This design comes from an exercise in tuning for small area and a short achievable clock period on the open sky130 flow, not from production work.
In this exercise RTL edits were held to simulation tests only and were not proved equivalent to the original.
Power and IR drop assume default switching activity.

==> run a: inputs <==
// snf_wdat_top
module snf_wdat_top
#(
    parameter int NUM_ENTRIES = 4,
    localparam int IDX_W = $clog2(NUM_ENTRIES)
) (
    input  wire logic                   clk,
    input  wire logic                   rst,
    input  wire logic                   alloc_valid,
    input  wire logic [IDX_W-1:0]       alloc_idx,
    input  wire logic [5:0]             alloc_offset,
    input  wire logic [SIZE_W-1:0]      alloc_size,
    input  wire logic [BANK_IDX_W-1:0]  alloc_axlen,
    input  wire logic                   retire_valid,
    input  wire logic [IDX_W-1:0]       retire_idx,
    input  wire logic                   wr_start_valid,
    input  wire logic [IDX_W-1:0]       wr_start_idx,
    input  wire logic                   dat_valid,
    input  wire logic [TXNID_W-1:0]     dat_txnid,
    input  wire logic [3:0]             dat_opcode,
    input  wire logic [DATAID_W-1:0]    dat_dataid,
  ...
Settings: LEC_CHECK=0, CAP_MARGIN=20, CORE_MARGIN=2, CORE_UTILIZATION=40, SETUP_SLACK_MARGIN=3.8, SLEW_MARGIN=20; clock period 7.0 ns.
run.sh (not shown) runs the stock make flow with config.mk's settings and CLKGATE_MAP_FILE= SYNTH_SCRIPT=/design/flow/synth_recipe.tcl, a recipe that flattens the netlist after the stock synthesis.
==> run b (differences from run a) <==
--- a/flow/design.v
+++ b/flow/design.v
@@ -117,55 +117,31 @@
             ok_q <= dat_valid && flit_done;
         end
     end
     always_ff @(posedge clk) begin
         ok_idx_q <= dat_idx;
     end
     assign rxdat_ok     = ok_q;
     assign rxdat_ok_idx = ok_idx_q;
-    logic [NE-1:0]            qv_q;
+    logic [NE-1:0]         qv_q;
     logic [NE-1:0][IDX_W-1:0] qs_q;
-    logic [BANK_IDX_W-1:0]    bank_q;
-    logic                     wlast_q;
-    logic [NS-1:0]            cur_q;     
-    logic [NS-1:0]            nxt_q;     
-    logic [BEAT_W-1:0]        wdata_q;
-    logic [BEAT_STRB_W-1:0]   wstrb_q;
-    logic                     take;
-    logic                     hold;
-    logic                     pop;
-    logic                     new_head;
-    logic [NE-1:0]            sh_v;
+    logic [BANK_IDX_W-1:0] bank_q;
+    logic                  wlast_q;
+    logic [NS-1:0]         sel_q;
+    logic                  pop;
+    logic [NE-1:0]         sh_v;
     logic [NE-1:0][IDX_W-1:0] sh_s;
-    logic [NE-1:0]            nx_v;
+    logic [NE-1:0]         nx_v;
     logic [NE-1:0][IDX_W-1:0] nx_s;
-    logic [IDX_W-1:0]         nh;
-    logic [BANK_IDX_W-1:0]    nb;
-    logic [BANK_IDX_W-1:0]    nb_inc;
-    logic                     nlast;
-    logic [NS-1:0]            bank_ok;   
-    logic [NS-1:0]            first_sel;
-    logic [NS-1:0]            start_sel;
-    logic [NS-1:0]            nsel;
-    logic [NS-1:0]            nxt_next;
-    logic [BEAT_W-1:0]        nbeat;
-    logic [BEAT_STRB_W-1:0]   nstrb;
-    assign take     = qv_q[0] && wready;
-    assign hold     = qv_q[0] && !wready;
-    assign pop      = take && wlast_q;
-    assign new_head = wr_start_valid && (!qv_q[0] || (pop && !qv_q[1]));
-    always_comb begin
-        for (int s = 0; s < NS; s++) begin
-            bank_ok[s]   = half_vld[s / BANKS][(s % BANKS) / 2];
-            first_sel[s] = (first_q[s / BANKS] == BANK_IDX_W'(s % BANKS)) && bank_ok[s];
-            start_sel[s] = (wr_start_idx == IDX_W'(s / BANKS)) && first_sel[s];
-        end
-    end
-    assign nsel = ({NS{hold}} & cur_q) | ({NS{take}} & nxt_q) | ({NS{new_head}} & start_sel);
+    logic [IDX_W-1:0]      nh;
+    logic [BANK_IDX_W-1:0] nb;
+    logic                  nlast;
+    logic [NS-1:0]         nsel;
+    assign pop = qv_q[0] && wready && wlast_q;
     always_comb begin
         for (int k = 0; k < NE; k++) begin
             if (pop) begin
                 sh_v[k] = (k + 1 < NE) ? qv_q[(k + 1) % NE] : 1'b0;
                 sh_s[k] = qs_q[(k + 1) % NE];
             end else begin
                 sh_v[k] = qv_q[k];
                 sh_s[k] = qs_q[k];
@@ -185,50 +161,40 @@
             nlast = (first_q[nh] == last_q[nh]);
         end else if (wready) begin
             nb    = bank_q + 1'b1;
             nlast = ((bank_q + 1'b1) == last_q[nh]);
         end else begin
             nb    = bank_q;
             nlast = wlast_q;
         end
-        nb_inc = nb + 1'b1;
         for (int s = 0; s < NS; s++) begin
-            if (nlast) begin
-                nxt_next[s] = nx_v[1] && (nx_s[1] == IDX_W'(s / BANKS)) && first_sel[s];
-            end else begin
-                nxt_next[s] = (nh == IDX_W'(s / BANKS)) && (nb_inc == BANK_IDX_W'(s % BANKS))
-                              && bank_ok[s];
-            end
+            nsel[s] = (nh == IDX_W'(s / BANKS)) && (nb == BANK_IDX_W'(s % BANKS))
+                      && half_vld[s / BANKS][(s % BANKS) / 2];
         end
     end
     always_ff @(posedge clk or posedge rst) begin
         if (rst) begin
             qv_q <= '0;
         end else begin
             qv_q <= nx_v;
         end
     end
     always_ff @(posedge clk) begin
         qs_q    <= nx_s;
         bank_q  <= nb;
         wlast_q <= nlast;
-        cur_q   <= nsel;
-        nxt_q   <= nxt_next;
-        wdata_q <= nbeat;
-        wstrb_q <= nstrb;
+        sel_q   <= nsel;
     end
     always_comb begin
-        nbeat = '0;
-        nstrb = '0;
+        wdata = '0;
+        wstrb = '0;
         for (int s = 0; s < NS; s++) begin
-            nbeat = nbeat | ({BEAT_W{nsel[s]}}
+            wdata = wdata | ({BEAT_W{sel_q[s]}}
                     & half_data[s / BANKS][(s % BANKS) / 2][((s % BANKS) % 2) * BEAT_W +: BEAT_W]);
-            nstrb = nstrb | ({BEAT_STRB_W{nsel[s]}}
+            wstrb = wstrb | ({BEAT_STRB_W{sel_q[s]}}
                     & half_strb[s / BANKS][(s % BANKS) / 2][((s % BANKS) % 2) * BEAT_STRB_W +: BEAT_STRB_W]);
         end
     end
-    assign wdata  = wdata_q;
-    assign wstrb  = wstrb_q;
     assign wvalid = qv_q[0];
     assign wlast  = wlast_q;
 endmodule
 `default_nettype wire
==> flow/config.mk (replaced) <==
export PLATFORM = sky130hd
export DESIGN_NAME = snf_wdat_top
export DESIGN_NICKNAME = snf_wdat_top
export VERILOG_FILES = /design/flow/design.v
export SDC_FILE = /design/flow/constraint.sdc
export NUM_CORES = 4
export LEC_CHECK = 0
export CAP_MARGIN = 20
export CORE_MARGIN = 2
export CORE_UTILIZATION = 40
export SETUP_SLACK_MARGIN = 0.3
export SLEW_MARGIN = 20
==> run c (differences from run a) <==
--- a/flow/design.v
+++ b/flow/design.v
@@ -67,23 +67,33 @@
     logic [IDX_W-1:0]      dat_idx;
     logic                  flit_hi;
     logic                  merge_en;
     logic                  flit_done;
     assign dat_idx   = dat_txnid[IDX_W-1:0];
     assign flit_hi   = dat_dataid[1];
     assign merge_en  = dat_valid && (dat_opcode != DAT_WRITEDATACANCEL) && !dat_dataid[0];
     assign flit_done = !line_size[dat_idx] || got_one[dat_idx];
-    always_ff @(posedge clk) begin
+    logic [NE-1:0][1:0] half_load;    
+    logic [NE-1:0][1:0] half_hit;     
+    always_comb begin
         for (int i = 0; i < NE; i++) begin
             for (int h = 0; h < 2; h++) begin
-                if (merge_en && dat_idx == IDX_W'(i) && flit_hi == h[0]) begin
-                    half_data[i][h] <= dat_data;
-                    half_strb[i][h] <= dat_be;
-                end
+                half_hit[i][h]  = dat_valid && dat_idx == IDX_W'(i) && flit_hi == h[0];
+                half_load[i][h] = half_hit[i][h] && merge_en;
+            end
+        end
+    end
+    always_ff @(posedge clk) begin
+        for (int i = 0; i < NE; i++) begin
+            for (int h = 0; h < 2; h++) begin
+                half_data[i][h] <= ({FLIT_DATA_W{half_load[i][h]}} & dat_data)
+                                 | ({FLIT_DATA_W{!half_hit[i][h]}} & half_data[i][h]);
+                half_strb[i][h] <= ({FLIT_BE_W{half_load[i][h]}} & dat_be)
+                                 | ({FLIT_BE_W{!half_hit[i][h]}} & half_strb[i][h]);
             end
         end
     end
     always_ff @(posedge clk or posedge rst) begin
         if (rst) begin
             for (int i = 0; i < NE; i++) begin
                 half_vld[i] <= '0;
                 got_one[i]  <= 1'b0;
==> run summary <==
result of the run=finished clean; Synth Area in Compound Gates=roughly 34%; top_reg_cell synth=dfxtp_1; RSZ-0062 raised after global routing=yes; power share of the combinational group=12.7%
# the run above: run c

==> run summary <==
RSZ-0062 raised after global routing=yes; Combinational Power=roughly 0.0031 W; power share of the combinational group=roughly 8.9%; Synth Area in Compound Gates=10.7%; top_reg_cell synth=edfxtp_1; Worst Setup Start Kind=primary input; fraction of area in multi-input gates=between 10 and 15%; result of the run=finished clean
# the run above: run a

==> run summary <==
RSZ-0062 raised after global routing=no; Met1 Wirelength=103 mm; synth top area cells=edfxtp_1 83%, a221oi_1 6.0%, a22o_1 6.0%, nand4_1 1.1%, clkbuf_1 0.95%; result of the run=finished clean; Synth Area in Compound Gates=between 10 and 15%; power share of the combinational group=11.9%; top_reg_cell synth=edfxtp_1
# the run above: run b

## separate check: timing with driven ports
How much do the figures lean on ideal ports? The routed layouts below were timed once more, with nothing changed but the port constraints.
Step 1 assumes that a clkbuf_16 drives the clock port and a buf_2 every other input.
Step 2 also shifts input and output timing later by t, the mid clock arrival at the registers, as if the neighbouring blocks saw the same clock.
a / b / c = ideal ports / drivers / drivers and shift; a / b = the first two.
| run | t, ns | setup WS [ns] | worst setup path after step 2 | worst data-port slew with drivers (ns) | cell pins on the clock port's net |
|---|---|---|---|---|---|
| run a | 1.002 | 3.817 / 3.779 / 2.827 | input to register | 0.20 | 1 |
| run b | 0.952 | 1.718 / 1.633 / 2.395 | input to register | 0.22 | 1 |
| run c | 1.011 | 3.714 / 3.757 / 2.747 | input to register | 0.22 | 1 |
After both steps setup and hold are still met in every run listed. The setup slack of run a, which loses most, moves by -0.038 ns with the drivers and by -0.990 ns with both steps.
